Background: an optimization exercise with open tools, aiming at small area, a short achievable clock period and few clock cycles per item. Do not read the settings as production practice.
No run shown here included a check of the RTL's function; only the layout flow was run.
Power figures rest on the tool's default switching activity, not on a simulated workload.

==> design.v <==
`default_nettype none
module aes_tmi_byte
(
    input  wire [7:0] i,
    output wire [7:0] o
);
    wire t1 = i[0] ^ i[5];
    wire t2 = i[1] ^ i[2];
    wire t3 = i[4] ^ i[6];
    wire t4 = i[0] ^ i[4];
    wire t5 = t1 ^ t3;
    wire t6 = i[7] ^ t2;
    assign o[0] = i[1] ^ t4;
    assign o[1] = i[2] ^ t1;
    assign o[2] = i[1] ^ t1;
    assign o[3] = t2 ^ t4;
    assign o[4] = t5 ^ t6;
    wire t7 = i[3] ^ i[5];
    assign o[5] = t3 ^ t7;
    assign o[6] = t5;
    assign o[7] = i[6] ^ t6;
endmodule
module aes_mt_byte
(
    input  wire [7:0] i,
    output wire [7:0] o
);
    wire t1 = i[4] ^ i[7];
    wire t2 = i[0] ^ i[2];
    wire t3 = i[1] ^ i[3];
    wire t4 = t1 ^ t2;
    wire t5 = t1 ^ t3;
    assign o[0] = t4;
    assign o[1] = t2 ^ t3;
    assign o[2] = i[0] ^ i[3];
    wire t6 = i[5] ^ i[6];
    assign o[3] = t6 ^ t4;
    assign o[4] = i[0] ^ t5;
    assign o[5] = i[2] ^ t5;
    assign o[6] = i[6] ^ t1;
    wire t7 = i[1] ^ i[2];
    wire t8 = i[4] ^ i[6];
    assign o[7] = t7 ^ t8;
endmodule
module aes_g_byte
(
    input  wire [7:0] i,
    output wire [7:0] o
);
    wire t1 = i[4] ^ i[6];
    wire t2 = i[3] ^ i[5];
    wire t3 = i[1] ^ i[7];
    wire t4 = i[2] ^ t2;
    wire t5 = t1 ^ t3;
    wire t6 = i[0] ^ t1;
    assign o[0] = t4 ^ t6;
    assign o[1] = i[3] ^ t5;
    assign o[2] = i[7];
    wire t7 = i[1] ^ i[6];
    assign o[3] = t2 ^ t7;
    assign o[4] = i[5] ^ t1;
    assign o[5] = t5;
    assign o[6] = i[7] ^ t4;
    assign o[7] = i[5] ^ i[7];
endmodule
module aes_tinv_byte
(
    input  wire [7:0] i,
    output wire [7:0] o
);
    wire t1 = i[4] ^ i[7];
    wire t2 = i[1] ^ i[5];
    wire t3 = i[1] ^ i[3];
    wire t4 = i[0] ^ i[6];
    assign o[0] = t1 ^ t4;
    assign o[1] = i[5] ^ t1;
    wire t5 = i[6] ^ i[7];
    assign o[2] = t2 ^ t5;
    assign o[3] = t2;
    assign o[4] = i[7] ^ t3;
    assign o[5] = i[2] ^ i[7];
    wire t6 = i[2] ^ i[4];
    assign o[6] = t3 ^ t6;
    assign o[7] = i[2];
endmodule
module aes_lin_col
(
    input  wire [31:0] i,
    output wire [31:0] o
);
    wire t1 = i[11] ^ i[21];
    wire t2 = i[5] ^ i[27];
    wire t3 = i[3] ^ i[13];
    wire t4 = i[19] ^ i[29];
    wire t5 = i[24] ^ i[31];
    wire t6 = i[0] ^ i[8];
    wire t7 = i[16] ^ i[23];
    wire t8 = i[12] ^ i[20];
    wire t9 = i[4] ^ i[28];
    wire t10 = i[7] ^ i[10];
    wire t11 = i[15] ^ i[18];
    wire t12 = i[2] ^ i[26];
    wire t13 = i[6] ^ i[17];
    wire t14 = i[9] ^ i[30];
    wire t15 = i[1] ^ i[22];
    wire t16 = i[14] ^ i[25];
    wire t17 = t5 ^ t9;
    wire t18 = t1 ^ t4;
    wire t19 = t2 ^ t3;
    wire t20 = t7 ^ t8;
    wire t21 = t10 ^ t11;
    wire t22 = t6 ^ t8;
    wire t23 = t3 ^ t6;
    wire t24 = i[26] ^ t7;
    wire t25 = i[16] ^ t1;
    wire t26 = i[24] ^ t4;
    wire t27 = t5 ^ t12;
    wire t28 = i[0] ^ t10;
    wire t29 = t18 ^ t19;
    wire t30 = i[20] ^ i[28];
    wire t31 = i[6] ^ i[28];
    wire t32 = i[2] ^ i[8];
    wire t33 = i[4] ^ i[12];
    wire t34 = i[10] ^ i[15];
    wire t35 = i[12] ^ i[22];
    wire t36 = i[2] ^ i[24];
    wire t37 = i[18] ^ t13;
    wire t38 = i[17] ^ t30;
    wire t39 = i[7] ^ t16;
    wire t40 = t2 ^ t16;
    wire t41 = i[1] ^ t33;
    wire t42 = i[19] ^ t6;
    wire t43 = t2 ^ t14;
    wire t44 = i[30] ^ t12;
    wire t45 = t20 ^ t27;
    wire t46 = i[25] ^ t17;
    wire t47 = i[14] ^ i[20];
    wire t48 = i[2] ^ i[13];
    wire t49 = i[8] ^ i[29];
    wire t50 = i[16] ^ i[27];
    wire t51 = i[9] ^ i[25];
    wire t52 = i[1] ^ i[17];
    wire t53 = i[4] ^ t15;
    wire t54 = t3 ^ t15;
    wire t55 = t15 ^ t34;
    wire t56 = i[26] ^ t13;
    wire t57 = t11 ^ t49;
    wire t58 = i[21] ^ t9;
    wire t59 = t1 ^ t14;
    wire t60 = i[10] ^ t14;
    wire t61 = t4 ^ t13;
    wire t62 = i[3] ^ t36;
    wire t63 = i[9] ^ t22;
    wire t64 = t25 ^ t39;
    wire t65 = i[21] ^ t40;
    wire t66 = i[18] ^ t42;
    wire t67 = t17 ^ t47;
    wire t68 = t20 ^ t43;
    wire t69 = i[29] ^ t54;
    wire t70 = t21 ^ t58;
    wire t71 = i[7] ^ t22;
    wire t72 = t21 ^ t29;
    wire t73 = i[23] ^ t29;
    wire t74 = i[5] ^ t45;
    wire t75 = i[0] ^ t52;
    wire t76 = t19 ^ t25;
    wire t77 = t44 ^ t75;
    wire t78 = t46 ^ t76;
    assign o[0] = t77 ^ t78;
    wire t79 = i[5] ^ t48;
    wire t80 = t21 ^ t42;
    wire t81 = t59 ^ t79;
    wire t82 = t67 ^ t80;
    assign o[1] = t81 ^ t82;
    wire t83 = i[0] ^ t41;
    wire t84 = t62 ^ t64;
    assign o[2] = t83 ^ t84;
    wire t85 = i[13] ^ i[26];
    wire t86 = t16 ^ t85;
    wire t87 = t26 ^ t37;
    assign o[3] = t86 ^ t87;
    wire t88 = t11 ^ t14;
    wire t89 = t35 ^ t27;
    wire t90 = t88 ^ t89;
    assign o[4] = t73 ^ t90;
    wire t91 = i[26] ^ t35;
    wire t92 = t17 ^ t91;
    wire t93 = t64 ^ t66;
    assign o[5] = t92 ^ t93;
    wire t94 = i[17] ^ t32;
    wire t95 = t17 ^ t18;
    wire t96 = t20 ^ t55;
    wire t97 = t94 ^ t95;
    assign o[6] = t96 ^ t97;
    wire t98 = t24 ^ t41;
    wire t99 = t57 ^ t59;
    assign o[7] = t98 ^ t99;
    wire t100 = i[6] ^ t10;
    wire t101 = t36 ^ t51;
    wire t102 = t100 ^ t101;
    wire t103 = t18 ^ t23;
    wire t104 = t41 ^ t102;
    assign o[8] = t103 ^ t104;
    wire t105 = i[13] ^ i[27];
    wire t106 = t105 ^ t35;
    wire t107 = t6 ^ t106;
    wire t108 = t24 ^ t61;
    wire t109 = t107 ^ t108;
    assign o[9] = t70 ^ t109;
    wire t110 = i[11] ^ t26;
    wire t111 = t55 ^ t110;
    assign o[10] = t63 ^ t111;
    wire t112 = i[0] ^ t12;
    wire t113 = t15 ^ t112;
    assign o[11] = t113 ^ t65;
    wire t114 = i[20] ^ i[31];
    wire t115 = t114 ^ t13;
    wire t116 = t115 ^ t28;
    wire t117 = t44 ^ t116;
    assign o[12] = t117 ^ t73;
    wire t118 = i[15] ^ t50;
    wire t119 = t118 ^ t26;
    wire t120 = t44 ^ t53;
    wire t121 = t119 ^ t120;
    assign o[13] = t71 ^ t121;
    wire t122 = i[18] ^ t4;
    wire t123 = t122 ^ t28;
    wire t124 = t123 ^ t46;
    assign o[14] = t68 ^ t124;
    wire t125 = i[9] ^ t61;
    assign o[15] = t125 ^ t74;
    wire t126 = i[10] ^ i[14];
    wire t127 = i[16] ^ t11;
    wire t128 = t126 ^ t2;
    wire t129 = t52 ^ t127;
    wire t130 = t128 ^ t18;
    wire t131 = t129 ^ t130;
    assign o[16] = t63 ^ t131;
    wire t132 = i[30] ^ i[3];
    wire t133 = i[4] ^ t132;
    wire t134 = t133 ^ t57;
    wire t135 = t134 ^ t45;
    assign o[17] = t65 ^ t135;
    wire t136 = t7 ^ t38;
    wire t137 = t43 ^ t136;
    assign o[18] = t66 ^ t137;
    wire t138 = t32 ^ t60;
    assign o[19] = t138 ^ t69;
    wire t139 = i[31] ^ t16;
    wire t140 = t31 ^ t32;
    wire t141 = t139 ^ t140;
    assign o[20] = t141 ^ t72;
    wire t142 = t31 ^ t34;
    wire t143 = t6 ^ t142;
    wire t144 = t62 ^ t143;
    assign o[21] = t68 ^ t144;
    wire t145 = i[1] ^ t11;
    wire t146 = t145 ^ t17;
    wire t147 = t19 ^ t56;
    wire t148 = t146 ^ t147;
    assign o[22] = t71 ^ t148;
    wire t149 = t48 ^ t5;
    wire t150 = t149 ^ t28;
    wire t151 = t38 ^ t40;
    assign o[23] = t150 ^ t151;
    wire t152 = i[18] ^ i[22];
    wire t153 = i[8] ^ t152;
    wire t154 = t51 ^ t153;
    wire t155 = t19 ^ t24;
    wire t156 = t26 ^ t38;
    wire t157 = t154 ^ t155;
    assign o[24] = t156 ^ t157;
    wire t158 = i[11] ^ t31;
    wire t159 = t158 ^ t28;
    wire t160 = t159 ^ t69;
    assign o[25] = t160 ^ t74;
    wire t161 = i[8] ^ t3;
    wire t162 = t50 ^ t161;
    wire t163 = t56 ^ t162;
    assign o[26] = t46 ^ t163;
    wire t164 = i[5] ^ t25;
    wire t165 = t37 ^ t60;
    assign o[27] = t164 ^ t165;
    wire t166 = i[14] ^ t24;
    wire t167 = t53 ^ t166;
    assign o[28] = t167 ^ t72;
    wire t168 = i[10] ^ i[11];
    wire t169 = t168 ^ t7;
    wire t170 = t169 ^ t23;
    wire t171 = t37 ^ t170;
    assign o[29] = t67 ^ t171;
    wire t172 = i[15] ^ i[9];
    wire t173 = t1 ^ t12;
    wire t174 = t172 ^ t9;
    wire t175 = t173 ^ t174;
    wire t176 = t20 ^ t23;
    wire t177 = t39 ^ t175;
    assign o[30] = t176 ^ t177;
    wire t178 = i[25] ^ t15;
    wire t179 = t178 ^ t23;
    assign o[31] = t179 ^ t70;
endmodule
module aes_norm_byte
(
    input  wire [7:0] z,
    output wire [3:0] d
);
    wire n9 = z[0] ^ z[2];
    wire n10 = z[4] ^ n9;
    wire n11 = z[5] ^ n10;
    wire n12 = z[2] ^ z[4];
    wire n13 = z[6] ^ n12;
    wire n14 = z[1] ^ z[3];
    wire n15 = z[4] ^ n14;
    wire n16 = z[3] ^ z[4];
    wire n17 = z[5] ^ n16;
    wire n18 = z[7] ^ n17;
    wire n19 = z[0] & z[4];
    wire n20 = z[1] & z[4];
    wire n21 = z[0] & z[5];
    wire n22 = n20 ^ n21;
    wire n23 = z[2] & z[4];
    wire n24 = z[1] & z[5];
    wire n25 = z[0] & z[6];
    wire n26 = n23 ^ n24;
    wire n27 = n25 ^ n26;
    wire n28 = z[3] & z[4];
    wire n29 = z[2] & z[5];
    wire n30 = z[1] & z[6];
    wire n31 = z[0] & z[7];
    wire n32 = n28 ^ n29;
    wire n33 = n30 ^ n31;
    wire n34 = n32 ^ n33;
    wire n35 = z[3] & z[5];
    wire n36 = z[2] & z[6];
    wire n37 = z[1] & z[7];
    wire n38 = n35 ^ n36;
    wire n39 = n37 ^ n38;
    wire n40 = z[3] & z[6];
    wire n41 = z[2] & z[7];
    wire n42 = n40 ^ n41;
    wire n43 = z[3] & z[7];
    wire n44 = n19 ^ n39;
    wire n45 = n22 ^ n42;
    wire n46 = n39 ^ n45;
    wire n47 = n27 ^ n43;
    wire n48 = n42 ^ n47;
    wire n49 = n34 ^ n43;
    wire n50 = n11 ^ n44;
    wire n51 = n13 ^ n46;
    wire n52 = n15 ^ n48;
    wire n53 = n18 ^ n49;
    assign d[0] = n50;
    assign d[1] = n51;
    assign d[2] = n52;
    assign d[3] = n53;
endmodule
module aes_s1_byte
(
    input  wire [7:0] z,
    input  wire [3:0] d,
    output wire [7:0] o
);
    wire [3:0] th;
    assign th[0] = (d == 4'd1) | (d == 4'd2) | (d == 4'd4) | (d == 4'd5) | (d == 4'd6) | (d == 4'd8) | (d == 4'd11) | (d == 4'd14);
    assign th[1] = (d == 4'd3) | (d == 4'd5) | (d == 4'd6) | (d == 4'd7) | (d == 4'd8) | (d == 4'd9) | (d == 4'd12) | (d == 4'd14);
    assign th[2] = (d == 4'd3) | (d == 4'd4) | (d == 4'd6) | (d == 4'd7) | (d == 4'd8) | (d == 4'd10) | (d == 4'd11) | (d == 4'd13);
    assign th[3] = (d == 4'd2) | (d == 4'd3) | (d == 4'd4) | (d == 4'd5) | (d == 4'd8) | (d == 4'd10) | (d == 4'd12) | (d == 4'd15);
    wire m12 = th[0] & z[0];
    wire m13 = th[1] & z[0];
    wire m14 = th[0] & z[1];
    wire m15 = m13 ^ m14;
    wire m16 = th[2] & z[0];
    wire m17 = th[1] & z[1];
    wire m18 = th[0] & z[2];
    wire m19 = m16 ^ m17;
    wire m20 = m18 ^ m19;
    wire m21 = th[3] & z[0];
    wire m22 = th[2] & z[1];
    wire m23 = th[1] & z[2];
    wire m24 = th[0] & z[3];
    wire m25 = m21 ^ m22;
    wire m26 = m23 ^ m24;
    wire m27 = m25 ^ m26;
    wire m28 = th[3] & z[1];
    wire m29 = th[2] & z[2];
    wire m30 = th[1] & z[3];
    wire m31 = m28 ^ m29;
    wire m32 = m30 ^ m31;
    wire m33 = th[3] & z[2];
    wire m34 = th[2] & z[3];
    wire m35 = m33 ^ m34;
    wire m36 = th[3] & z[3];
    wire m37 = m12 ^ m32;
    wire m38 = m15 ^ m35;
    wire m39 = m32 ^ m38;
    wire m40 = m20 ^ m36;
    wire m41 = m35 ^ m40;
    wire m42 = m27 ^ m36;
    wire m43 = th[0] & z[4];
    wire m44 = th[1] & z[4];
    wire m45 = th[0] & z[5];
    wire m46 = m44 ^ m45;
    wire m47 = th[2] & z[4];
    wire m48 = th[1] & z[5];
    wire m49 = th[0] & z[6];
    wire m50 = m47 ^ m48;
    wire m51 = m49 ^ m50;
    wire m52 = th[3] & z[4];
    wire m53 = th[2] & z[5];
    wire m54 = th[1] & z[6];
    wire m55 = th[0] & z[7];
    wire m56 = m52 ^ m53;
    wire m57 = m54 ^ m55;
    wire m58 = m56 ^ m57;
    wire m59 = th[3] & z[5];
    wire m60 = th[2] & z[6];
    wire m61 = th[1] & z[7];
    wire m62 = m59 ^ m60;
    wire m63 = m61 ^ m62;
    wire m64 = th[3] & z[6];
    wire m65 = th[2] & z[7];
    wire m66 = m64 ^ m65;
    wire m67 = th[3] & z[7];
    wire m68 = m43 ^ m63;
    wire m69 = m46 ^ m66;
    wire m70 = m63 ^ m69;
    wire m71 = m51 ^ m67;
    wire m72 = m66 ^ m71;
    wire m73 = m58 ^ m67;
    assign o[0] = m37;
    assign o[1] = m39;
    assign o[2] = m41;
    assign o[3] = m42;
    assign o[4] = m68;
    assign o[5] = m70;
    assign o[6] = m72;
    assign o[7] = m73;
endmodule
module aes_inv_s1
(
    input  wire [127:0] x,
    input  wire [63:0]  d,
    input  wire [127:0] kg,
    output wire [127:0] a
);
    wire [127:0] q;
    aes_s1_byte u_0_0 (.z(x[127:120]), .d(d[63:60]), .o(q[127:120]));
    aes_s1_byte u_0_1 (.z(x[119:112]), .d(d[59:56]), .o(q[119:112]));
    aes_s1_byte u_0_2 (.z(x[111:104]), .d(d[55:52]), .o(q[111:104]));
    aes_s1_byte u_0_3 (.z(x[103:96]), .d(d[51:48]), .o(q[103:96]));
    aes_s1_byte u_1_0 (.z(x[95:88]), .d(d[47:44]), .o(q[95:88]));
    aes_s1_byte u_1_1 (.z(x[87:80]), .d(d[43:40]), .o(q[87:80]));
    aes_s1_byte u_1_2 (.z(x[79:72]), .d(d[39:36]), .o(q[79:72]));
    aes_s1_byte u_1_3 (.z(x[71:64]), .d(d[35:32]), .o(q[71:64]));
    aes_s1_byte u_2_0 (.z(x[63:56]), .d(d[31:28]), .o(q[63:56]));
    aes_s1_byte u_2_1 (.z(x[55:48]), .d(d[27:24]), .o(q[55:48]));
    aes_s1_byte u_2_2 (.z(x[47:40]), .d(d[23:20]), .o(q[47:40]));
    aes_s1_byte u_2_3 (.z(x[39:32]), .d(d[19:16]), .o(q[39:32]));
    aes_s1_byte u_3_0 (.z(x[31:24]), .d(d[15:12]), .o(q[31:24]));
    aes_s1_byte u_3_1 (.z(x[23:16]), .d(d[11:8]), .o(q[23:16]));
    aes_s1_byte u_3_2 (.z(x[15:8]), .d(d[7:4]), .o(q[15:8]));
    aes_s1_byte u_3_3 (.z(x[7:0]), .d(d[3:0]), .o(q[7:0]));
    assign a = q ^ kg;
endmodule
module aes_norms
(
    input  wire [127:0] x,
    output wire [63:0]  d
);
    aes_norm_byte n_0_0 (.z(x[127:120]), .d(d[63:60]));
    aes_norm_byte n_0_1 (.z(x[119:112]), .d(d[59:56]));
    aes_norm_byte n_0_2 (.z(x[111:104]), .d(d[55:52]));
    aes_norm_byte n_0_3 (.z(x[103:96]), .d(d[51:48]));
    aes_norm_byte n_1_0 (.z(x[95:88]), .d(d[47:44]));
    aes_norm_byte n_1_1 (.z(x[87:80]), .d(d[43:40]));
    aes_norm_byte n_1_2 (.z(x[79:72]), .d(d[39:36]));
    aes_norm_byte n_1_3 (.z(x[71:64]), .d(d[35:32]));
    aes_norm_byte n_2_0 (.z(x[63:56]), .d(d[31:28]));
    aes_norm_byte n_2_1 (.z(x[55:48]), .d(d[27:24]));
    aes_norm_byte n_2_2 (.z(x[47:40]), .d(d[23:20]));
    aes_norm_byte n_2_3 (.z(x[39:32]), .d(d[19:16]));
    aes_norm_byte n_3_0 (.z(x[31:24]), .d(d[15:12]));
    aes_norm_byte n_3_1 (.z(x[23:16]), .d(d[11:8]));
    aes_norm_byte n_3_2 (.z(x[15:8]), .d(d[7:4]));
    aes_norm_byte n_3_3 (.z(x[7:0]), .d(d[3:0]));
endmodule
module aes_inv_s2
(
    input  wire [127:0] a,
    output wire [127:0] y
);
    wire [127:0] v;
    aes_lin_col l_0 (.i({a[103:96], a[111:104], a[119:112], a[127:120]}), .o({v[103:96], v[111:104], v[119:112], v[127:120]}));
    aes_lin_col l_1 (.i({a[71:64], a[79:72], a[87:80], a[95:88]}), .o({v[71:64], v[79:72], v[87:80], v[95:88]}));
    aes_lin_col l_2 (.i({a[39:32], a[47:40], a[55:48], a[63:56]}), .o({v[39:32], v[47:40], v[55:48], v[63:56]}));
    aes_lin_col l_3 (.i({a[7:0], a[15:8], a[23:16], a[31:24]}), .o({v[7:0], v[15:8], v[23:16], v[31:24]}));
    assign y[127:120] = v[127:120];
    assign y[119:112] = v[23:16];
    assign y[111:104] = v[47:40];
    assign y[103:96] = v[71:64];
    assign y[95:88] = v[95:88];
    assign y[87:80] = v[119:112];
    assign y[79:72] = v[15:8];
    assign y[71:64] = v[39:32];
    assign y[63:56] = v[63:56];
    assign y[55:48] = v[87:80];
    assign y[47:40] = v[111:104];
    assign y[39:32] = v[7:0];
    assign y[31:24] = v[31:24];
    assign y[23:16] = v[55:48];
    assign y[15:8] = v[79:72];
    assign y[7:0] = v[103:96];
endmodule
module aes_z0
(
    input  wire [127:0] ct,
    input  wire [127:0] k10,
    output wire [127:0] z
);
    assign z[127:120] = ct[127:120] ^ k10[127:120];
    assign z[119:112] = ct[23:16] ^ k10[23:16];
    assign z[111:104] = ct[47:40] ^ k10[47:40];
    assign z[103:96] = ct[71:64] ^ k10[71:64];
    assign z[95:88] = ct[95:88] ^ k10[95:88];
    assign z[87:80] = ct[119:112] ^ k10[119:112];
    assign z[79:72] = ct[15:8] ^ k10[15:8];
    assign z[71:64] = ct[39:32] ^ k10[39:32];
    assign z[63:56] = ct[63:56] ^ k10[63:56];
    assign z[55:48] = ct[87:80] ^ k10[87:80];
    assign z[47:40] = ct[111:104] ^ k10[111:104];
    assign z[39:32] = ct[7:0] ^ k10[7:0];
    assign z[31:24] = ct[31:24] ^ k10[31:24];
    assign z[23:16] = ct[55:48] ^ k10[55:48];
    assign z[15:8] = ct[79:72] ^ k10[79:72];
    assign z[7:0] = ct[103:96] ^ k10[103:96];
endmodule
module aes_tmi_word
(
    input  wire [31:0] i,
    output wire [31:0] o
);
    aes_tmi_byte b0 (.i(i[31:24]), .o(o[31:24]));
    aes_tmi_byte b1 (.i(i[23:16]), .o(o[23:16]));
    aes_tmi_byte b2 (.i(i[15:8]), .o(o[15:8]));
    aes_tmi_byte b3 (.i(i[7:0]), .o(o[7:0]));
endmodule
module aes_mt_word
(
    input  wire [31:0] i,
    output wire [31:0] o
);
    aes_mt_byte b0 (.i(i[31:24]), .o(o[31:24]));
    aes_mt_byte b1 (.i(i[23:16]), .o(o[23:16]));
    aes_mt_byte b2 (.i(i[15:8]), .o(o[15:8]));
    aes_mt_byte b3 (.i(i[7:0]), .o(o[7:0]));
endmodule
module aes_g_word
(
    input  wire [31:0] i,
    output wire [31:0] o
);
    aes_g_byte b0 (.i(i[31:24]), .o(o[31:24]));
    aes_g_byte b1 (.i(i[23:16]), .o(o[23:16]));
    aes_g_byte b2 (.i(i[15:8]), .o(o[15:8]));
    aes_g_byte b3 (.i(i[7:0]), .o(o[7:0]));
endmodule
module aes_tinv_word
(
    input  wire [31:0] i,
    output wire [31:0] o
);
    aes_tinv_byte b0 (.i(i[31:24]), .o(o[31:24]));
    aes_tinv_byte b1 (.i(i[23:16]), .o(o[23:16]));
    aes_tinv_byte b2 (.i(i[15:8]), .o(o[15:8]));
    aes_tinv_byte b3 (.i(i[7:0]), .o(o[7:0]));
endmodule
module aes_kc_word
(
    output wire [31:0] o
);
    assign o = 32'hc9c9c9c9;
endmodule
module aes_c63_word
(
    output wire [31:0] o
);
    assign o = {4{8'h44}};
endmodule
`default_nettype wire
`default_nettype none
module aes_round_key_store
(
    input  logic         clk,
    input  logic         key_we,
    input  logic [5:0]   key_addr,
    input  logic [31:0]  key_wdata,
    input  logic [31:0]  wdata_z,      
    input  logic [9:0]   round_sel,    
    output logic [127:0] round_key,    
    output logic [127:0] last_key      
);
    logic [31:0] mem [44];
    logic [31:0] wdata_g;
    logic [31:0] c63;
    logic [31:0] kc;
    logic        pend_q;
    logic [5:0]  pend_addr_q;
    logic [31:0] pend_data_q;
    aes_g_word i_g (
        .i (pend_data_q),
        .o (wdata_g)
    );
    aes_kc_word i_kc (
        .o (kc)
    );
    aes_c63_word i_c63 (
        .o (c63)
    );
    always_ff @(posedge clk)
    begin
        pend_q      <= key_we && (key_addr < 6'd40);
        pend_addr_q <= key_addr;
        pend_data_q <= key_wdata;
    end
    always_ff @(posedge clk)
    begin
        for (int i = 0; i < 44; i++)
        begin
            if (i >= 40)
            begin
                if (key_we && (key_addr == 6'(i)))
                begin
                    mem[i] <= wdata_z ^ c63;
                end
            end
            else if (pend_q && (pend_addr_q == 6'(i)))
            begin
                mem[i] <= (i >= 4) ? (wdata_g ^ kc) : wdata_g;
            end
        end
    end
    assign last_key = {mem[40], mem[41], mem[42], mem[43]};
    always_comb
    begin
        round_key = '0;
        for (int r = 0; r < 10; r++)
        begin
            if (round_sel[r])
            begin
                round_key = round_key | {mem[4 * r], mem[4 * r + 1], mem[4 * r + 2], mem[4 * r + 3]};
            end
        end
    end
endmodule
`default_nettype wire
`default_nettype none
module aes_dec_regs
(
    input  logic         clk,
    input  logic         reset,
    input  logic [11:0]  paddr,
    input  logic         psel,
    input  logic         penable,
    input  logic         pwrite,
    input  logic [31:0]  pwdata,
    output logic [31:0]  prdata,
    output logic         pready,
    output logic         pslverr,
    input  logic         fin,         
    input  logic [127:0] plaintext,   
    output logic         key_we,
    output logic [5:0]   key_addr,
    output logic [31:0]  key_wdata,
    output logic         start,
    output logic [31:0]  wdata_z,     
    output logic [127:0] ciphertext   
);
    logic        busy;
    logic        done;
    logic        busy_n;
    logic        done_n;
    logic        key_hit;
    logic        din_hit;
    logic        ctrl_hit;
    logic        stat_hit;
    logic        dout_hit;
    logic        err_n;
    logic [31:0] rd_n;
    logic [31:0] prdata_q;
    logic        err_q;
    logic        wr_q;       
    logic        key_q;
    logic        din_q;
    logic        ctrl_q;
    logic [5:0]  widx_q;
    logic        we;
    logic [31:0] ct_word;
    logic [31:0] pt_word;
    logic [31:0] ct_std;
    logic [31:0] pt_std;
    assign busy_n = busy && !fin;
    assign done_n = done || fin;
    assign key_hit  = (paddr < 12'h0b0);
    assign din_hit  = (paddr[11:4] == 8'h10);
    assign ctrl_hit = (paddr[11:2] == 10'h044);
    assign stat_hit = (paddr[11:2] == 10'h045);
    assign dout_hit = (paddr[11:4] == 8'h12);
    assign err_n = !(key_hit || din_hit || ctrl_hit || stat_hit || dout_hit)
                   || (pwrite && busy_n && (key_hit || din_hit || ctrl_hit))
                   || (pwrite && (stat_hit || dout_hit));
    assign ct_word = ciphertext[127 - 32 * paddr[3:2] -: 32];
    assign pt_word = plaintext[127 - 32 * paddr[3:2] -: 32];
    aes_mt_word i_ct_back (
        .i (ct_word),
        .o (ct_std)
    );
    aes_tinv_word i_pt_back (
        .i (pt_word),
        .o (pt_std)
    );
    aes_tmi_word i_wdata_z (
        .i (pwdata),
        .o (wdata_z)
    );
    always_comb
    begin
        rd_n = '0;  
        if (stat_hit)
        begin
            rd_n = {30'd0, done_n, busy_n};
        end
        else if (din_hit)
        begin
            rd_n = ct_std;
        end
        else if (dout_hit)
        begin
            rd_n = pt_std;
        end
    end
    always_ff @(posedge clk)
    begin
        prdata_q <= rd_n;
        err_q    <= err_n;
        wr_q     <= psel && !penable && pwrite && !err_n;
        key_q    <= key_hit;
        din_q    <= din_hit;
        ctrl_q   <= ctrl_hit;
        widx_q   <= paddr[7:2];
    end
    assign prdata  = prdata_q;
    assign pslverr = err_q;
    assign pready  = 1'b1;  
    assign we        = wr_q;  
    assign key_we    = we && key_q;
    assign key_addr  = widx_q;
    assign key_wdata = pwdata;
    assign start     = we && ctrl_q && pwdata[0];
    always_ff @(posedge clk)
    begin
        for (int w = 0; w < 4; w++)
        begin
            if (we && din_q && (widx_q[1:0] == 2'(w)))
            begin
                ciphertext[127 - 32 * w -: 32] <= wdata_z;
            end
        end
    end
    always_ff @(posedge clk)
    begin
        if (reset)
        begin
            busy <= 1'b0;
            done <= 1'b0;
        end
        else if (start)
        begin
            busy <= 1'b1;
            done <= 1'b0;
        end
        else if (fin)
        begin
            busy <= 1'b0;
            done <= 1'b1;
        end
    end
endmodule
`default_nettype wire
`default_nettype none
module aes_dec_engine
(
    input  logic         clk,
    input  logic         reset,
    input  logic         start,
    input  logic [127:0] ciphertext,
    input  logic [127:0] last_key,
    input  logic [127:0] round_key,
    output logic [9:0]   round_sel,   
    output logic         fin,         
    output logic [127:0] plaintext
);
    logic         run;
    logic         ph;        
    logic [9:0]   rsel;      
    logic         pend_q;
    logic         z_ok_q;    
    logic         go;
    logic [127:0] state_q;
    logic [63:0]  norm_q;    
    logic [127:0] state_d;
    logic [63:0]  norm_d;
    logic [127:0] a_q;
    logic [127:0] z0;
    logic [127:0] s1_out;
    logic [127:0] s2_out;
    assign round_sel = rsel;
    assign plaintext = a_q;
    aes_z0 i_z0 (
        .ct  (ciphertext),
        .k10 (last_key),
        .z   (z0)
    );
    aes_inv_s1 i_s1 (
        .x  (state_q),
        .d  (norm_q),
        .kg (round_key),
        .a  (s1_out)
    );
    aes_inv_s2 i_s2 (
        .a (a_q),
        .y (s2_out)
    );
    assign go  = (start || pend_q) && z_ok_q && !run;
    assign fin = run && ph && rsel[0];
    assign state_d = run ? s2_out : z0;
    aes_norms i_norms (
        .x (state_d),
        .d (norm_d)
    );
    always_ff @(posedge clk)
    begin
        state_q <= state_d;
        norm_q  <= norm_d;
        if (go || (run && !ph))
        begin
            a_q <= s1_out;
        end
    end
    always_ff @(posedge clk)
    begin
        if (reset)
        begin
            run    <= 1'b0;
            ph     <= 1'b0;
            rsel   <= 10'b10_0000_0000;
            pend_q <= 1'b0;
            z_ok_q <= 1'b0;
        end
        else
        begin
            pend_q <= (start || pend_q) && !go;
            z_ok_q <= !run;
            if (go)
            begin
                run  <= 1'b1;
                ph   <= 1'b1;
                rsel <= 10'b01_0000_0000;
            end
            else if (run)
            begin
                ph <= !ph;
                if (!ph)
                begin
                    if (rsel[0])
                    begin
                        run  <= 1'b0;
                        rsel <= 10'b10_0000_0000;
                    end
                    else
                    begin
                        rsel <= rsel >> 1;
                    end
                end
            end
        end
    end
endmodule
`default_nettype wire
`default_nettype none
module aes_dec_top
(
    input  logic        clk,
    input  logic        reset,
    input  logic [11:0] paddr,
    input  logic        psel,
    input  logic        penable,
    input  logic        pwrite,
    input  logic [31:0] pwdata,
    output logic [31:0] prdata,
    output logic        pready,
    output logic        pslverr
);
    logic         key_we;
    logic [5:0]   key_addr;
    logic [31:0]  key_wdata;
    logic         start;
    logic         fin;
    logic [127:0] ciphertext;
    logic [127:0] plaintext;
    logic [127:0] round_key;
    logic [127:0] last_key;
    logic [31:0]  wdata_z;
    logic [9:0]   round_sel;
    aes_dec_regs i_aes_dec_regs (
        .clk        (clk),
        .reset      (reset),
        .paddr      (paddr),
        .psel       (psel),
        .penable    (penable),
        .pwrite     (pwrite),
        .pwdata     (pwdata),
        .prdata     (prdata),
        .pready     (pready),
        .pslverr    (pslverr),
        .fin        (fin),
        .plaintext  (plaintext),
        .key_we     (key_we),
        .key_addr   (key_addr),
        .key_wdata  (key_wdata),
        .start      (start),
        .wdata_z    (wdata_z),
        .ciphertext (ciphertext)
    );
    aes_round_key_store i_aes_round_key_store (
        .clk       (clk),
        .key_we    (key_we),
        .key_addr  (key_addr),
        .key_wdata (key_wdata),
        .wdata_z   (wdata_z),
        .round_sel (round_sel),
        .round_key (round_key),
        .last_key  (last_key)
    );
    aes_dec_engine i_aes_dec_engine (
        .clk        (clk),
        .reset      (reset),
        .start      (start),
        .ciphertext (ciphertext),
        .last_key   (last_key),
        .round_key  (round_key),
        .round_sel  (round_sel),
        .fin        (fin),
        .plaintext  (plaintext)
    );
endmodule
`default_nettype wire
==> flow/run.sh <==
#!/bin/bash
# The standard layout (standard.sh, its synthesis unchanged) with two changes to how the layout
# is made: the port buffers are buf_2 cells, and timing repair works until the setup slack reaches
# SETUP_SLACK_MARGIN, well above zero at the 10 ns clock. The tools' output goes to standard.log.
set -euo pipefail
export SETUP_SLACK_MARGIN=7.0
export BUFFER_PORTS_ARGS="-buffer_cell sky130_fd_sc_hd__buf_2"
bash standard.sh > standard.log 2>&1
==> standard.sh <==
#!/bin/bash
# synth_recipe.tcl (not shown) runs the flow's synth.tcl, then flattens the netlist and writes it again
# the make line also repeats each setting of config.mk as NAME=value (left out here)
make -C /OpenROAD-flow-scripts/flow DESIGN_CONFIG=/design/flow/config.mk WORK_HOME=/design/flow/orfs CLKGATE_MAP_FILE= SYNTH_SCRIPT=/design/flow/synth_recipe.tcl "${@:-finish}"
==> config.mk <==
export PLATFORM = sky130hd
export DESIGN_NAME = aes_dec_top
export DESIGN_NICKNAME = aes_dec_top
export VERILOG_FILES = /design/flow/design.v
export SDC_FILE = /design/flow/constraint.sdc
export NUM_CORES = 8
export LEC_CHECK = 0
export CAP_MARGIN = 20
export CORE_MARGIN = 2
export CORE_UTILIZATION = 40
export CTS_CLUSTER_DIAMETER = 100
export CTS_CLUSTER_SIZE = 25
export SLEW_MARGIN = 20
export TNS_END_PERCENT = 5
==> constraint.sdc <==
create_clock -name core_clock -period 10.0 [get_ports {clk}]
set_input_delay 2.0000 -clock core_clock [delete_from_list [all_inputs] [get_ports {clk}]]
set_output_delay 2.0000 -clock core_clock [all_outputs]
set_load 0.01 [all_outputs]
==> results.toml, run 1 <==
[run_status]
status = "no timing/DRC/antenna violations"

[clocking]
clock_path_buffers = 3
cts.sinks = 1954
cts_tree = "built"
cts_buffers = 91
cts-root-buf = "clkbuf_16"
clk_pin_slew_ps = 100
clock_latency_ps = 790
htree_levels = 3
hold_buffers = 0

[finish]
fillers = 20512
regArea_um2 = 55850
utilization_pct = 46.79
nNetsFinal = 7445
layout-drive-gt1-share_pct = 19.79
area_delta_synth_final_pct = 16.62
multi_input_area_um2 = 40290

[synthesis]
synth_cell_types = 77
dominantRegCellSynth = "edfxtp_1"
yosysSeqAreaShare_pct = 59.22
synthTopCellsByArea = "edfxtp_1, xnor2_1, dfxtp_1"
async_reset_ff_share_pct = 0
avgSynthCellArea_um2 = 13.57
yosysTopAreaCellShare_pct = 53.06
netlist_area_um2 = 94180
synth_edf_count = 1664
ys_top_cells_by_count = "edfxtp_1, xnor2_1, nand2_1"
ys_ff_latch = 1954
netlist_instances = 6942
yosysTopAreaCell = "edfxtp_1"
post-synth-top-count-cell = "edfxtp_1"
synth_fp_nets = 7023
yosys_warnings = 4

[sta]
fin_crit_sh_pct = 34.50
tightest_slew_ps = 1191
rsz0062_at_grt = "true"
fin_crit_ps = 3450
drv_slew = 0
setup_viol = 0
fmax_mhz = 289.8
finalHoldViolCount = 0
whs_ps = 419.2
fin_skew_ps = 59.19
finalSetupTns_ps = 0
relSlewSlack_pct = 20.03

[setup_path]
worst-path-buf-inv = 1
path_max_fanout = 8
worst_ep_arrival_time_ps = 3850
critPathRequiredTime_ps = 10400
worst_path_largest_cell_delay_ps = 1020
cp_common_cell = "xnor2_1"
critical-path-top-delay-family = "XOR/XNOR gates"
end_kind = "register"
path_class = "input port to register"
cp-start-kind = "input port"
cpMaxStageDelayCell = "xnor2_1"
crit_chain = "buf_2 > xor2_1 > xnor2_1 > xnor2_1"

[die]
fp-row-count = 178
die_w_um = 489.2
die_height_um = 489.2
num_io_pins = 83
start_util_pct = 40.12
die-area_um2 = 239300
design.core.area_um2 = 234700

[place]
io_buffer_count = 79
gp_congestion = 0.9601
dp_hpwl_um = 200100

[detailed_routing]
drc = 0
drt_wl_total_um = 314000
drt-vias-per-instance = 5.672
drt_iter0_drc = 7663
post_drt_wl_per_cell_um = 29.61
ant_nets = 0
firstDrtPassIters = 6
vias = 60139

[power]
ir_drop_mv = 0.1291
powerDensity_nw_per_um2 = 130.8
power_leakage_uw = 0.03790

[global_route]
grt_start_max_net_pins = 76
grt_pass1_wl_um = 431500
grt_usage_pct = 25.45
grt_pass1_vias = 55596
antenna_found_initial = 15
gr-total-overflow = 0

[flow_run]
maxCapViolCount = 0

[hold_path]
hold_path.class = "register to register"
[placed cells by master, fill, tap and decap left out, drive strengths merged, types with 11 or more instances in the layout]
master	n
buf	690
a31oi	16
nor3	19
nand2	642
xnor2	1297
a22oi	416
edfxtp	1664
a31o	12
ha	32
clkbuf	159
a21o	14
inv	108
nand3b	21
xor2	461
clkinv	11
and2	14
nand4	128
nor2b	34
diode	11
xor3	22
a211oi	37
mux2i	17
a21oi	149
dfxtp	290
a22o	132
xnor3	161
a221oi	134
o21ai	166
nand2b	35
o22ai	12
mux2	24
o21a	34
nor2	327
mux4	64
o32ai	16
nand3	14
[stage by stage]
stage / setup slack (ps) / instances / area [µm²] / power [µW]
2_1_floorplan: 6054 / 6942 / 94250 / 9667
3_3_place_gp: 4644 / 9929 / 98540 / 9961
3_5_place_dp: 4619 / 9930 / 98560 / 9989
4_1_cts: 6642 / 10431 / 107300 / 14390
5_1_grt: 6497 / 10600 / 109800 / 14730
6_report: 6550 / 10603 / 109800 / 14360
[report_power, final]
| group | switching, µW | internal [µW] |
|---|---|---|
| Sequential | 13.6 | 9110 |
| Combinational | 572 | 201 |
| Clock | 2610 | 1870 |
[kinds of logic (layout without fill, tap and decap cells)]
logic type | count (synthesis) | count (layout) | share of synthesized area [%]
other cells | 1 | 12 | 0.003982
compound gates | 1169 | 1170 | 9.060
xor+xnor | 1941 | 1941 | 21.39
simple gates | 1263 | 1264 | 5.851
mux | 105 | 105 | 2.015
buf+inv | 477 | 975 | 2.035
flops | 1954 | 1954 | 59.22
fa+ha+maj | 32 | 32 | 0.4251
[registers in the layout, indices dropped and copies added (netlist names), 6 cells and up]
signal / cells
i_aes_dec_engine.a_q: 128
i_aes_dec_engine.norm_q: 64
i_aes_dec_engine.rsel: 10
i_aes_dec_engine.state_q: 128
i_aes_dec_regs.ciphertext: 128
i_aes_dec_regs.prdata_q: 32
i_aes_dec_regs.widx_q: 6
i_aes_round_key_store.mem: 1408
i_aes_round_key_store.pend_addr_q: 6
i_aes_round_key_store.pend_data_q: 32
[cell type report]
type / count / share of cell area, %
Antenna cell: 11 / 0.02506
Clock buffer: 156 / 2.343
Clock inverter: 15 / 0.2540
Inverter: 106 / 0.3714
Multi-Input combinational cell: 4513 / 36.68
Sequential cell: 1954 / 50.85
Tap cell: 3150 / 3.588
Timing Repair Buffer: 698 / 5.886
[path summary, 6_finish.rpt]
path | from | endpoint | slack, ps | depth (start not counted)
setup reg to reg | i_aes_dec_engine.a_q[117] | i_aes_dec_engine.norm_q[23] | 6590 | 13
hold / removal | i_aes_dec_regs.widx_q[5] | i_aes_round_key_store.pend_addr_q[5] | 420 | 0
setup / recovery | pwdata[2] | i_aes_round_key_store.mem[40][7] | 6550 | 4
hold reg to reg | i_aes_dec_regs.widx_q[5] | i_aes_round_key_store.pend_addr_q[5] | 420 | 0
[worst register-to-register path, delay by kind of cell, from the launching register on]
| kind | cells | cell delay [ps] |
|---|---|---|
| simple gates | 1 | 90 |
| compound gates | 1 | 90 |
| flops | 1 | 560 |
| xor+xnor | 8 | 1950 |
| buf+inv | 2 | 340 |
| fa+ha+maj | 1 | 310 |
[layer usage]
layer  share of wire (%)  track usage (%)  up-vias
li1                    -                -    26039
met1                  41            36.17    30658
met2                  45            38.56     2945
met3                 8.5            3.449      489
met4                 5.3            12.10        8
met5               0.017                0        -
[timing repair]
action / CTS / global route
gates cloned: 13 / 4
pin swaps: 114 / 137
hold endpoints to repair: 0 / 0
buffers inserted: 317 / 155
setup endpoints to repair: 419 / 676
gates resized for setup: 420 / 195
==> inputs of run 2 (changes only) <==
--- a/flow/run.sh
+++ b/flow/run.sh
@@ -4,5 +4,5 @@
 # SETUP_SLACK_MARGIN, well above zero at the 10 ns clock. The tools' output goes to standard.log.
 set -euo pipefail
-export SETUP_SLACK_MARGIN=7.0
+export SETUP_SLACK_MARGIN=7.2
 export BUFFER_PORTS_ARGS="-buffer_cell sky130_fd_sc_hd__buf_2"
 bash standard.sh > standard.log 2>&1
==> run 2 against run 1 <==
Compared with the run above:
- now fails the layout checks on max-capacitance violations, max-slew violations
- fmax fell by 0.77%
- synthesized cell count unchanged
- hold slack worse by 8.6 ps
- clock power barely moved
- total power up 0.22%
- setup slack worse by 27 ps
- non-clock buffer count increased by 79
- global-route usage down 0.26 points
- final area up 1.3%
- sequential power about the same
- first-iteration DRC count rose by 1.5%
==> results.toml, run 2 <==
[global_route]
grt_pass1_wl_um = 430400
gr-total-overflow = 0
grt_usage_pct = 25.19
antenna_found_initial = 12
grt_pass1_vias = 57385
grt_start_max_net_pins = 101

[finish]
fillers = 20197
largest_register = "i_aes_round_key_store.mem"
largest_reg_flops = 1408
fin_cells = 10681
final_common_cell = "edfxtp_1"
nNetsFinal = 7525
layout-drive-gt1-share_pct = 21.54
mostFrequentLayoutCells = "edfxtp_1, xnor2_1, nand2_1"
area_delta_synth_final_pct = 18.13

[detailed_routing]
post_drt_wl_per_cell_um = 29.22
firstDrtPassIters = 7
drt-vias-per-instance = 5.718
drt_wl_total_um = 312100
vias = 61074
ant_nets = 0
drt_iter0_drc = 7781
drc = 0

[clocking]
cts_buffers = 91
clock_path_buffers = 3
cts-root-buf = "clkbuf_16"
htree_levels = 3
clock_latency_ps = 800
clk_pin_slew_ps = 100
cts_tree = "built"
hold_buffers = 0
cts.sinks = 1954

[flow_run]
maxCapViolCount = 1

[setup_path]
path_class = "input port to register"
critPathRequiredTime_ps = 10510
worst_ep_arrival_time_ps = 3980
cp-start-kind = "input port"
end_kind = "register"
path_max_fanout = 8

[sta]
tightest_slew_ps = 1532
finalHoldViolCount = 0
finalWorstSetupSlack_ps = 6523
fin_crit_sh_pct = 34.77
rsz0062_at_grt = "true"
setup_viol = 0
relSlewSlack_pct = -2.161
fin_skew_ps = 59.51
fin_crit_ps = 3477
fmax_mhz = 287.6
drv_slew = 22
finalSetupTns_ps = 0

[power]
power_leakage_uw = 0.03858
finalPower_uw = 14400
powerDensity_nw_per_um2 = 129.4
ir_drop_mv = 0.1291

[synthesis]
yosysTopAreaCellShare_pct = 53.06
yosys_warnings = 4
yosysSeqAreaShare_pct = 59.22
ys_top_cells_by_count = "edfxtp_1, xnor2_1, nand2_1"
netlist_area_um2 = 94180
post-synth-top-count-cell = "edfxtp_1"
yosysTopAreaCell = "edfxtp_1"
synthTopCellsByArea = "edfxtp_1, xnor2_1, dfxtp_1"
ys_ff_latch = 1954
synth_edf_count = 1664
dominantRegCellSynth = "edfxtp_1"
synth_cell_types = 77
netlist_instances = 6942
synth_fp_nets = 7023
async_reset_ff_share_pct = 0
avgSynthCellArea_um2 = 13.57

[place]
gp_congestion = 0.9588
dpl_worst_slack_ps = 4709
io_buffer_count = 79
dp.cells = 9908
dp_hpwl_um = 192100

[die]
design.core.area_um2 = 234700
die_height_um = 489.2
start_util_pct = 40.12
fp-row-count = 178
die_w_um = 489.2
die-area_um2 = 239300
num_io_pins = 83

[hold_path]
hold_path.class = "register to register"

[run_status]
failed_checks = "max-capacitance violations, max-slew violations"
status = "finished with violations"
-- run 2: cell counts after synthesis --
Identical to the previous run, type by type.
-- run 2: cell families (layout without fill, tap and decap cells) --
| kind of cell | Yosys count | in the layout | share of synthesized area [%] |
|---|---|---|---|
| xor gates and xnor gates | 1941 | 1941 | 21.39 |
| and+or+nand+nor | 1263 | 1266 | 5.851 |
| muxes | 105 | 105 | 2.015 |
| buffers and inverters | 477 | 1052 | 2.035 |
| other | 1 | 12 | 0.003982 |
| DFF | 1954 | 1954 | 59.22 |
| adders and majority gates | 32 | 32 | 0.4251 |
| AOI/OAI and AO/OA | 1169 | 1169 | 9.060 |
-- run 2: through the flow --
| step | utilization [%] | cell area, µm² | hold WS [ps] |
|---|---|---|---|
| final | 47.39 | 111300 | 410.7 |
| after global routing | 47.39 | 111200 | 421.0 |
| after CTS | 46.47 | 109100 | 413.6 |
| after detailed placement | 41.97 | 98520 | 402.6 |
| after global placement | 41.95 | 98480 | 395.8 |
| after floorplan | - | 94300 | 331.7 |
-- run 2: where the power goes --
group / switching, µW / total, µW / leakage, µW / internal (µW)
Combinational: 572 / 775 / 0.0198 / 203
Clock: 2640 / 4500 / 0.00135 / 1860
Sequential: 14.2 / 9120 / 0.0174 / 9110
-- run 2: worst max-delay path, stage by stage --
cell,delay (ps)
buf_2,200
xnor2_1,680
xor2_1,380
xnor2_1,710
-- run 2: cell type report --
| cell class | instances | area, µm² | area share [%] |
|---|---|---|---|
| Timing Repair Buffer | 777 | 7128 | 6.407 |
| Tap cell | 3150 | 3941 | 3.543 |
| Clock inverter | 13 | 244.0 | 0.2193 |
| Inverter | 106 | 412.9 | 0.3711 |
| Multi-Input combinational cell | 4514 | 41060 | 36.91 |
| Antenna cell | 11 | 27.53 | 0.02474 |
| Sequential cell | 1954 | 55830 | 50.19 |
| Clock buffer | 156 | 2606 | 2.343 |
-- run 2: metal layers --
metal  routed length, µm  GRT usage (%)  vias up
met2              139200          38.97     3096
li1                    -              -    26159
met1              128500          35.03    31192
met3               27130          3.978      625
met5                  11              0        -
met4               17270          11.21        2
-- run 2: final timing paths --
| kind | from | to | slack, ps | cells after the start |
|---|---|---|---|---|
| setup / recovery | pwdata[22] | i_aes_dec_regs.ciphertext[116] | 6520 | 4 |
| hold / removal | i_aes_dec_regs.widx_q[5] | i_aes_round_key_store.pend_addr_q[5] | 410 | 0 |
| setup reg to reg | i_aes_dec_engine.rsel[2] | i_aes_dec_engine.a_q[89] | 6580 | 9 |
| hold reg to reg | i_aes_dec_regs.widx_q[5] | i_aes_round_key_store.pend_addr_q[5] | 410 | 0 |
-- run 2: timing repair --
| action | CTS | global route |
|---|---|---|
| pin swaps | 256 | 120 |
| buffers inserted | 443 | 126 |
| gates cloned | 13 | 6 |
| gates resized for setup | 567 | 149 |
| endpoints found under the setup margin | 896 | 1047 |

afterwards: timing with drivers on the ports:
How much do the figures lean on ideal ports? The routed layouts below were timed once more, with nothing changed but the port constraints. Step 1 (the two cells are an assumption about what drives the block):
set clk [get_ports {clk}]
set_driving_cell -lib_cell sky130_fd_sc_hd__clkbuf_16 $clk
set_driving_cell -lib_cell sky130_fd_sc_hd__buf_2 [delete_from_list [all_inputs] $clk]
Step 2 times the ports against the registers' clock, not the clock port: input delays grow and output delays shrink by t, the midpoint of the rising clock arrivals with the driver on. a / b / c = ideal ports / drivers / drivers and shift; a / b = the first two.
| run | t, ns | slack for setup (ns) | worst setup path after step 2 |
|---|---|---|---|
| run 1 | 0.857 | 6.550 / 6.439 / 5.583 | input to register |
| run 2 | 0.862 | 6.523 / 6.522 / 5.696 | input to register |
The setup slack of run 1, which loses most, moves by -0.111 ns with the drivers and by -0.967 ns with both steps.
